This is an optimization exercise on Yosys and OpenROAD, whose aim is small area and few clock cycles per item, not a production implementation. RTL that was checked went through simulation tests only; none was proved equivalent to the original.

==> 10-23: inputs <==
Design argb_unpremultiply_pixel_top, start of the top module:
module argb_unpremultiply_pixel_top (
    input  logic       i_clk,
    input  logic       i_rst_n,
    input  logic       i_valid,
    output logic       o_stall,
    input  logic [7:0] i_alpha,
    input  logic [7:0] i_red_in,
    input  logic [7:0] i_green_in,
    input  logic [7:0] i_blue_in,
    input  logic       i_region_end_in,
    output logic       o_valid,
    input  logic       i_stall,
    output logic [7:0] o_red_out,
    output logic [7:0] o_green_out,
    output logic [7:0] o_blue_out,
    output logic       o_wrapped,
    output logic       o_region_end_out
);
    wire adv = !i_stall;
    assign o_stall = i_stall;
    wire [7:0] r_h0 = i_red_in - {7'd0, |i_red_in};
    wire [7:0] r_l0 = 8'd0 - i_red_in;
    wire [0:0] r_t0 = r_h0[7];
    wire [1:0] r_b0;
    assign r_b0[0] = 1'b0;
    assign r_b0[1] = (!r_t0[0] && i_alpha[0]) || ((!r_t0[0] || i_alpha[0]) && r_b0[0]);
    wire r_q0 = (i_alpha[7:1] == 0) && !r_b0[1];
    wire [0:0] r_r0;
  ...
export LEC_CHECK = 0
export ABC_AREA = 1
export CAP_MARGIN = 20
export CORE_MARGIN = 2
export CORE_UTILIZATION = 60
export PLACE_DENSITY = 0.75
export SETUP_SLACK_MARGIN = -0.45
export SLEW_MARGIN = 20
create_clock -name core_clock -period 9.5 [get_ports {i_clk}]
standard.sh (not shown) runs the stock make flow with config.mk's settings and CLKGATE_MAP_FILE= SYNTH_SCRIPT=/design/flow/synth_recipe.tcl, a recipe that flattens the netlist after the stock synthesis.
==> flow/flow/run.sh <==
#!/bin/bash
# Own layout flow: the standard flow (standard.sh, all ORFS steps, standard synthesis)
# with one change: the port buffers that global placement inserts are
# sky130_fd_sc_hd__buf_1 cells (buffer_ports -buffer_cell) instead of ORFS's pick.
# make's full output goes to own_flow.log; ORFS keeps each step's log under orfs/logs/.
set -euo pipefail
W=$PWD
python3 - "$W" <<'PY'
import sys, re, shlex
w = sys.argv[1]
s = open(w + "/standard.sh").read()
s, n = re.subn(r"(SYNTH_SCRIPT=\S+)", lambda m: m.group(1) + " "
               + shlex.quote("BUFFER_PORTS_ARGS=-buffer_cell sky130_fd_sc_hd__buf_1"), s)
assert n == 1, "SYNTH_SCRIPT not found in standard.sh"
open(w + "/own_standard.sh", "w").write(s)
PY
bash "$W/own_standard.sh" > "$W/own_flow.log" 2>&1
==> inputs of 02-28, as changes to 10-23 <==
==> flow/run.sh (new file) <==
#!/bin/bash
# synth_recipe.tcl (not shown) runs the flow's synth.tcl, then flattens the netlist and writes it again
# the make line also repeats each setting of config.mk as NAME=value (left out here)
make -C /OpenROAD-flow-scripts/flow DESIGN_CONFIG=/design/flow/config.mk WORK_HOME=/design/flow/orfs CLKGATE_MAP_FILE= SYNTH_SCRIPT=/design/flow/synth_recipe.tcl finish
--- a/flow/config.mk
+++ b/flow/config.mk
@@ -5,10 +5,9 @@
 export SDC_FILE = /design/flow/constraint.sdc
 export NUM_CORES = 4
 export LEC_CHECK = 0
 export ABC_AREA = 1
 export CAP_MARGIN = 20
 export CORE_MARGIN = 2
-export CORE_UTILIZATION = 60
-export PLACE_DENSITY = 0.75
-export SETUP_SLACK_MARGIN = -0.45
+export CORE_UTILIZATION = 40
+export PLACE_DENSITY = 0.6
 export SLEW_MARGIN = 20
removed: flow/flow/run.sh
removed: flow/standard.sh
==> inputs of 01-10, as changes to 10-23 <==
--- a/flow/design.v
+++ b/flow/design.v
@@ -1,26 +1,16 @@
-module argb_unpremultiply_pixel_top (
-    input  logic       i_clk,
-    input  logic       i_rst_n,
-    input  logic       i_valid,
-    output logic       o_stall,
+module aup_seg0 (
     input  logic [7:0] i_alpha,
-    input  logic [7:0] i_red_in,
-    input  logic [7:0] i_green_in,
     input  logic [7:0] i_blue_in,
-    input  logic       i_region_end_in,
-    output logic       o_valid,
-    input  logic       i_stall,
-    output logic [7:0] o_red_out,
-    output logic [7:0] o_green_out,
-    output logic [7:0] o_blue_out,
-    output logic       o_wrapped,
-    output logic       o_region_end_out
+    input  logic [7:0] i_green_in,
+    input  logic [7:0] i_red_in,
+    output logic [5:0] o_r_r5,
+    output logic [5:0] o_g_r5,
+    output logic [5:0] o_b_r5,
+    output logic [0:0] o_qor5
 );
-    wire adv = !i_stall;
-    assign o_stall = i_stall;
     wire [7:0] r_h0 = i_red_in - {7'd0, |i_red_in};
     wire [7:0] r_l0 = 8'd0 - i_red_in;
     wire [0:0] r_t0 = r_h0[7];
     wire [1:0] r_b0;
     assign r_b0[0] = 1'b0;
     assign r_b0[1] = (!r_t0[0] && i_alpha[0]) || ((!r_t0[0] || i_alpha[0]) && r_b0[0]);
@@ -243,39 +233,37 @@
     assign b_r5[1] = b_t5[1] ^ (b_q5 && (i_alpha[1] ^ b_b5[1]));
     assign b_r5[2] = b_t5[2] ^ (b_q5 && (i_alpha[2] ^ b_b5[2]));
     assign b_r5[3] = b_t5[3] ^ (b_q5 && (i_alpha[3] ^ b_b5[3]));
     assign b_r5[4] = b_t5[4] ^ (b_q5 && (i_alpha[4] ^ b_b5[4]));
     assign b_r5[5] = b_t5[5] ^ (b_q5 && (i_alpha[5] ^ b_b5[5]));
     wire qor5 = qor4 | r_q5 | g_q5 | b_q5;
-    logic s1_valid;
-    logic [7:0] s1_a;
-    logic [0:0] s1_end;
-    logic [0:0] s1_qor;
-    logic [7:0] s1_r_c;
-    logic [5:0] s1_r_rem;
-    logic [7:0] s1_g_c;
-    logic [5:0] s1_g_rem;
-    logic [7:0] s1_b_c;
-    logic [5:0] s1_b_rem;
-    always_ff @(posedge i_clk) begin
-        if (!i_rst_n) s1_valid <= 1'b0;
-        else if (adv) s1_valid <= i_valid;
-    end
-    always_ff @(posedge i_clk) begin
-        if (adv) begin
-            s1_a <= i_alpha;
-            s1_end <= i_region_end_in;
-            s1_qor <= qor5;
-            s1_r_c <= i_red_in;
-            s1_r_rem <= r_r5;
-            s1_g_c <= i_green_in;
-            s1_g_rem <= g_r5;
-            s1_b_c <= i_blue_in;
-            s1_b_rem <= b_r5;
-        end
-    end
+    assign o_r_r5 = r_r5;
+    assign o_g_r5 = g_r5;
+    assign o_b_r5 = b_r5;
+    assign o_qor5 = qor5;
+endmodule
+module aup_seg1 (
+    input  logic [7:0] s1_a,
+    input  logic [7:0] s1_b_c,
+    input  logic [5:0] s1_b_rem,
+    input  logic [7:0] s1_g_c,
+    input  logic [5:0] s1_g_rem,
+    input  logic [0:0] s1_qor,
+    input  logic [7:0] s1_r_c,
+    input  logic [5:0] s1_r_rem,
+    output logic [0:0] o_qor7,
+    output logic [7:0] o_r_r11,
+    output logic [3:0] o_r_lr11,
+    output logic [3:0] o_r_Q11,
+    output logic [7:0] o_g_r11,
+    output logic [3:0] o_g_lr11,
+    output logic [3:0] o_g_Q11,
+    output logic [7:0] o_b_r11,
+    output logic [3:0] o_b_lr11,
+    output logic [3:0] o_b_Q11
+);
     wire [7:0] r_h1 = s1_r_c - {7'd0, |s1_r_c};
     wire [7:0] r_l1 = 8'd0 - s1_r_c;
     wire [6:0] r_t6 = {s1_r_rem, r_h1[1]};
     wire [7:0] r_b6;
     assign r_b6[0] = 1'b0;
     assign r_b6[1] = (!r_t6[0] && s1_a[0]) || ((!r_t6[0] || s1_a[0]) && r_b6[0]);
@@ -686,45 +674,38 @@
     assign b_r11[4] = b_t11[4] ^ (b_q11 && (s1_a[4] ^ b_b11[4]));
     assign b_r11[5] = b_t11[5] ^ (b_q11 && (s1_a[5] ^ b_b11[5]));
     assign b_r11[6] = b_t11[6] ^ (b_q11 && (s1_a[6] ^ b_b11[6]));
     assign b_r11[7] = b_t11[7] ^ (b_q11 && (s1_a[7] ^ b_b11[7]));
     wire [3:0] b_lr11 = b_lr10[3:0];
     wire [3:0] b_Q11 = {b_Q10, b_q11};
-    logic s2_valid;
-    logic [7:0] s2_a;
-    logic [0:0] s2_end;
-    logic [0:0] s2_qor;
-    logic [7:0] s2_r_rem;
-    logic [3:0] s2_r_l;
-    logic [3:0] s2_r_Q;
-    logic [7:0] s2_g_rem;
-    logic [3:0] s2_g_l;
-    logic [3:0] s2_g_Q;
-    logic [7:0] s2_b_rem;
-    logic [3:0] s2_b_l;
-    logic [3:0] s2_b_Q;
-    always_ff @(posedge i_clk) begin
-        if (!i_rst_n) s2_valid <= 1'b0;
-        else if (adv) s2_valid <= s1_valid;
-    end
-    always_ff @(posedge i_clk) begin
-        if (adv) begin
-            s2_a <= s1_a;
-            s2_end <= s1_end;
-            s2_qor <= qor7;
-            s2_r_rem <= r_r11;
-            s2_r_l <= r_lr11;
-            s2_r_Q <= r_Q11;
-            s2_g_rem <= g_r11;
-            s2_g_l <= g_lr11;
-            s2_g_Q <= g_Q11;
-            s2_b_rem <= b_r11;
-            s2_b_l <= b_lr11;
-            s2_b_Q <= b_Q11;
-        end
-    end
+    assign o_qor7 = qor7;
+    assign o_r_r11 = r_r11;
+    assign o_r_lr11 = r_lr11;
+    assign o_r_Q11 = r_Q11;
+    assign o_g_r11 = g_r11;
+    assign o_g_lr11 = g_lr11;
+    assign o_g_Q11 = g_Q11;
+    assign o_b_r11 = b_r11;
+    assign o_b_lr11 = b_lr11;
+    assign o_b_Q11 = b_Q11;
+endmodule
+module aup_seg2 (
+    input  logic [7:0] s2_a,
+    input  logic [3:0] s2_b_Q,
+    input  logic [3:0] s2_b_l,
+    input  logic [7:0] s2_b_rem,
+    input  logic [3:0] s2_g_Q,
+    input  logic [3:0] s2_g_l,
+    input  logic [7:0] s2_g_rem,
+    input  logic [3:0] s2_r_Q,
+    input  logic [3:0] s2_r_l,
+    input  logic [7:0] s2_r_rem,
+    output logic [7:0] o_r_Q15,
+    output logic [7:0] o_g_Q15,
+    output logic [7:0] o_b_Q15
+);
     wire [8:0] r_t12 = {s2_r_rem, s2_r_l[3]};
     wire [9:0] r_b12;
     assign r_b12[0] = 1'b0;
     assign r_b12[1] = (!r_t12[0] && s2_a[0]) || ((!r_t12[0] || s2_a[0]) && r_b12[0]);
     assign r_b12[2] = (!r_t12[1] && s2_a[1]) || ((!r_t12[1] || s2_a[1]) && r_b12[1]);
     assign r_b12[3] = (!r_t12[2] && s2_a[2]) || ((!r_t12[2] || s2_a[2]) && r_b12[2]);
@@ -977,12 +958,158 @@
     assign b_b15[6] = (!b_t15[5] && s2_a[5]) || ((!b_t15[5] || s2_a[5]) && b_b15[5]);
     assign b_b15[7] = (!b_t15[6] && s2_a[6]) || ((!b_t15[6] || s2_a[6]) && b_b15[6]);
     assign b_b15[8] = (!b_t15[7] && s2_a[7]) || ((!b_t15[7] || s2_a[7]) && b_b15[7]);
     assign b_b15[9] = !b_t15[8] && b_b15[8];
     wire b_q15 = !b_b15[9];
     wire [7:0] b_Q15 = {b_Q14, b_q15};
+    assign o_r_Q15 = r_Q15;
+    assign o_g_Q15 = g_Q15;
+    assign o_b_Q15 = b_Q15;
+endmodule
+module argb_unpremultiply_pixel_top (
+    input  logic       i_clk,
+    input  logic       i_rst_n,
+    input  logic       i_valid,
+    output logic       o_stall,
+    input  logic [7:0] i_alpha,
+    input  logic [7:0] i_red_in,
+    input  logic [7:0] i_green_in,
+    input  logic [7:0] i_blue_in,
+    input  logic       i_region_end_in,
+    output logic       o_valid,
+    input  logic       i_stall,
+    output logic [7:0] o_red_out,
+    output logic [7:0] o_green_out,
+    output logic [7:0] o_blue_out,
+    output logic       o_wrapped,
+    output logic       o_region_end_out
+);
+    wire adv = !i_stall;
+    assign o_stall = i_stall;
+    wire [5:0] r_r5;
+    wire [5:0] g_r5;
+    wire [5:0] b_r5;
+    wire [0:0] qor5;
+    aup_seg0 u_aup_seg0 (
+        .i_alpha(i_alpha),
+        .i_blue_in(i_blue_in),
+        .i_green_in(i_green_in),
+        .i_red_in(i_red_in),
+        .o_r_r5(r_r5),
+        .o_g_r5(g_r5),
+        .o_b_r5(b_r5),
+        .o_qor5(qor5)
+    );
+    logic s1_valid;
+    logic [7:0] s1_a;
+    logic [0:0] s1_end;
+    logic [0:0] s1_qor;
+    logic [7:0] s1_r_c;
+    logic [5:0] s1_r_rem;
+    logic [7:0] s1_g_c;
+    logic [5:0] s1_g_rem;
+    logic [7:0] s1_b_c;
+    logic [5:0] s1_b_rem;
+    always_ff @(posedge i_clk) begin
+        if (!i_rst_n) s1_valid <= 1'b0;
+        else if (adv) s1_valid <= i_valid;
+    end
+    always_ff @(posedge i_clk) begin
+        if (adv) begin
+            s1_a <= i_alpha;
+            s1_end <= i_region_end_in;
+            s1_qor <= qor5;
+            s1_r_c <= i_red_in;
+            s1_r_rem <= r_r5;
+            s1_g_c <= i_green_in;
+            s1_g_rem <= g_r5;
+            s1_b_c <= i_blue_in;
+            s1_b_rem <= b_r5;
+        end
+    end
+    wire [0:0] qor7;
+    wire [7:0] r_r11;
+    wire [3:0] r_lr11;
+    wire [3:0] r_Q11;
+    wire [7:0] g_r11;
+    wire [3:0] g_lr11;
+    wire [3:0] g_Q11;
+    wire [7:0] b_r11;
+    wire [3:0] b_lr11;
+    wire [3:0] b_Q11;
+    aup_seg1 u_aup_seg1 (
+        .s1_a(s1_a),
+        .s1_b_c(s1_b_c),
+        .s1_b_rem(s1_b_rem),
+        .s1_g_c(s1_g_c),
+        .s1_g_rem(s1_g_rem),
+        .s1_qor(s1_qor),
+        .s1_r_c(s1_r_c),
+        .s1_r_rem(s1_r_rem),
+        .o_qor7(qor7),
+        .o_r_r11(r_r11),
+        .o_r_lr11(r_lr11),
+        .o_r_Q11(r_Q11),
+        .o_g_r11(g_r11),
+        .o_g_lr11(g_lr11),
+        .o_g_Q11(g_Q11),
+        .o_b_r11(b_r11),
+        .o_b_lr11(b_lr11),
+        .o_b_Q11(b_Q11)
+    );
+    logic s2_valid;
+    logic [7:0] s2_a;
+    logic [0:0] s2_end;
+    logic [0:0] s2_qor;
+    logic [7:0] s2_r_rem;
+    logic [3:0] s2_r_l;
+    logic [3:0] s2_r_Q;
+    logic [7:0] s2_g_rem;
+    logic [3:0] s2_g_l;
+    logic [3:0] s2_g_Q;
+    logic [7:0] s2_b_rem;
+    logic [3:0] s2_b_l;
+    logic [3:0] s2_b_Q;
+    always_ff @(posedge i_clk) begin
+        if (!i_rst_n) s2_valid <= 1'b0;
+        else if (adv) s2_valid <= s1_valid;
+    end
+    always_ff @(posedge i_clk) begin
+        if (adv) begin
+            s2_a <= s1_a;
+            s2_end <= s1_end;
+            s2_qor <= qor7;
+            s2_r_rem <= r_r11;
+            s2_r_l <= r_lr11;
+            s2_r_Q <= r_Q11;
+            s2_g_rem <= g_r11;
+            s2_g_l <= g_lr11;
+            s2_g_Q <= g_Q11;
+            s2_b_rem <= b_r11;
+            s2_b_l <= b_lr11;
+            s2_b_Q <= b_Q11;
+        end
+    end
+    wire [7:0] r_Q15;
+    wire [7:0] g_Q15;
+    wire [7:0] b_Q15;
+    aup_seg2 u_aup_seg2 (
+        .s2_a(s2_a),
+        .s2_b_Q(s2_b_Q),
+        .s2_b_l(s2_b_l),
+        .s2_b_rem(s2_b_rem),
+        .s2_g_Q(s2_g_Q),
+        .s2_g_l(s2_g_l),
+        .s2_g_rem(s2_g_rem),
+        .s2_r_Q(s2_r_Q),
+        .s2_r_l(s2_r_l),
+        .s2_r_rem(s2_r_rem),
+        .o_r_Q15(r_Q15),
+        .o_g_Q15(g_Q15),
+        .o_b_Q15(b_Q15)
+    );
     assign o_valid          = s2_valid;
     assign o_red_out        = r_Q15;
     assign o_green_out      = g_Q15;
     assign o_blue_out       = b_Q15;
     assign o_wrapped        = s2_qor && (s2_a != 8'd0);
     assign o_region_end_out = s2_end;
==> flow/flow/run.sh (replaced) <==
#!/bin/bash
# Own layout flow: the standard flow (standard.sh, all ORFS steps) with these changes:
#  1. synthesis keeps the combinational segment modules (aup_seg*) apart until after ABC
#     (SYNTH_HIERARCHICAL=1 for this run only) and ABC maps each module on its own with
#     flow/abc_map.script and the delay target flow/targets.txt gives it; synth_recipe.tcl
#     then flattens the design as usual, so the registers (all in the top module) keep the
#     standard synthesis's names and cells;
#  2. the port buffers that global placement inserts are sky130_fd_sc_hd__buf_1.
# make's full output goes to own_flow.log; ORFS keeps each step's log under orfs/logs/.
set -euo pipefail
W=$PWD
F=$W/flow
{
  cp "$F/abc_map.script" "$W/own_abc.script"
  printf 'set own_script %s\n' "$W/own_abc.script"
  printf 'set own_targets {%s}\n' "$(tr '\n' ' ' < "$F/targets.txt")"
  cat <<'TCL'
proc abc {args} {
  global own_script own_targets
  set i [lsearch -exact $args -script]
  if {$i >= 0} { lset args [expr {$i + 1}] $own_script }
  set j [lsearch -exact $args -D]
  if {$j >= 0} { set args [lreplace $args $j [expr {$j + 1}]] }
  set f [open $own_script r]; set body [read $f]; close $f
  foreach {mod d} $own_targets {
    set path [file rootname $own_script]_$mod.script
    set f [open $path w]; puts -nonewline $f [string map [list "{D}" $d] $body]; close $f
    lset args [expr {$i + 1}] $path
    yosys abc {*}$args -D $d $mod
  }
}
TCL
  cat "$W/synth_recipe.tcl"
} > "$W/own_synth.tcl"
python3 - "$W" <<'PY'
import sys, re, shlex
w = sys.argv[1]
s = open(w + "/standard.sh").read()
s, n = re.subn(r"SYNTH_SCRIPT=\S+", "SYNTH_SCRIPT=" + shlex.quote(w + "/own_synth.tcl")
               + " SYNTH_HIERARCHICAL=1 "
               + shlex.quote("BUFFER_PORTS_ARGS=-buffer_cell sky130_fd_sc_hd__buf_1"), s)
assert n == 1, "SYNTH_SCRIPT not found in standard.sh"
open(w + "/own_standard.sh", "w").write(s)
PY
bash "$W/own_standard.sh" > "$W/own_flow.log" 2>&1
==> flow/flow/abc_map.script (new file) <==
strash
dch
map -D {D}
topo
stime -c
==> flow/flow/targets.txt (new file) <==
argb_unpremultiply_pixel_top 5000
aup_seg0 7000
aup_seg1 9000
aup_seg2 6500
==> flow/config.mk (replaced) <==
export PLATFORM = sky130hd
export DESIGN_NAME = argb_unpremultiply_pixel_top
export DESIGN_NICKNAME = argb_unpremultiply_pixel_top
export VERILOG_FILES = /design/flow/design.v
export SDC_FILE = /design/flow/constraint.sdc
export NUM_CORES = 4
export LEC_CHECK = 0
export CAP_MARGIN = 20
export CORE_MARGIN = 2
export CORE_UTILIZATION = 60
export PLACE_DENSITY = 0.75
export SLEW_MARGIN = 20
==> summary of the runs <==
- In 02-28 the synthesized cell count is higher than in 01-10, by 32%.
- Non-clock buffer count: 10-23 is lower than 02-28 (52).
- Between 01-10 and 02-28, the lower synthesized area is in 01-10 (gap 18%, measured against 02-28).
- 01-10 aborted during global routing (GRT-0116). 02-28 finished with timing, DRC and antenna clean. 10-23 produced a clean layout.
- Wire length: 02-28 is larger than 10-23 (10%).
- In sequential cell count, 10-23 and 02-28 do not differ.
==> figures <==
|  | 02-28 | 01-10 | 10-23 |
|---|---|---|---|
| Run status | complete, no violations | stopped before the end | complete, no violations |
| Failing step | - | global routing | - |
| CP Capture Type | primary output | - | primary output |
| Number of standard-cell rows in the floorplan | 73 | 54 | 60 |
| Total negative slack | 0 ns | - | 0 ns |
| Combined area of the multi-input logic cells | 0.0114 sq mm | - | 0.0109 sq mm |
| Vias | 15800 | - | 15700 |
| Chip height | 205 microns | 153 microns | 168 microns |
| Critical register-to-register path startpoint | s1_g_c[0] | - | s1_b_c[1] |
| Endpoints failing setup | 0 | - | 0 |
| Category of the most critical setup path | flop to primary output | - | flop to primary output |
| Final Routed Wirelength | 45700 microns | - | 41400 microns |
Testbench counts of 10-23, summed over its fixed seeds: cycles 12,016, items 12,000.
Testbench counts of 02-28, summed over its fixed seeds: cycles 12,016, items 12,000.
Function not checked in 01-10: the RTL went through the layout flow alone.

[separate check: timing with driven ports]
In the flow no input, the clock included, has a driving cell. The finished layouts below were timed again as built, in two steps. Step 1, drivers: a clkbuf_16 drives i_clk and a buf_2 each remaining input, both assumed. Step 2 times the ports against the registers' clock, not the clock port: input delays grow and output delays shrink by t, the midpoint of the rising clock arrivals with the driver on. a / b / c = ideal ports / drivers / drivers and shift; a / b = the first two.
run | shift t [ns] | slack for setup (ns) | worst register clock-pin slew, ns
10-23 | 0.419 | 0.248 / 0.198 / 0.363 | 0.10 / 0.10
02-28 | 0.423 | 0.338 / 0.288 / 0.379 | 0.09 / 0.09
After both steps every run listed still meets setup and hold.
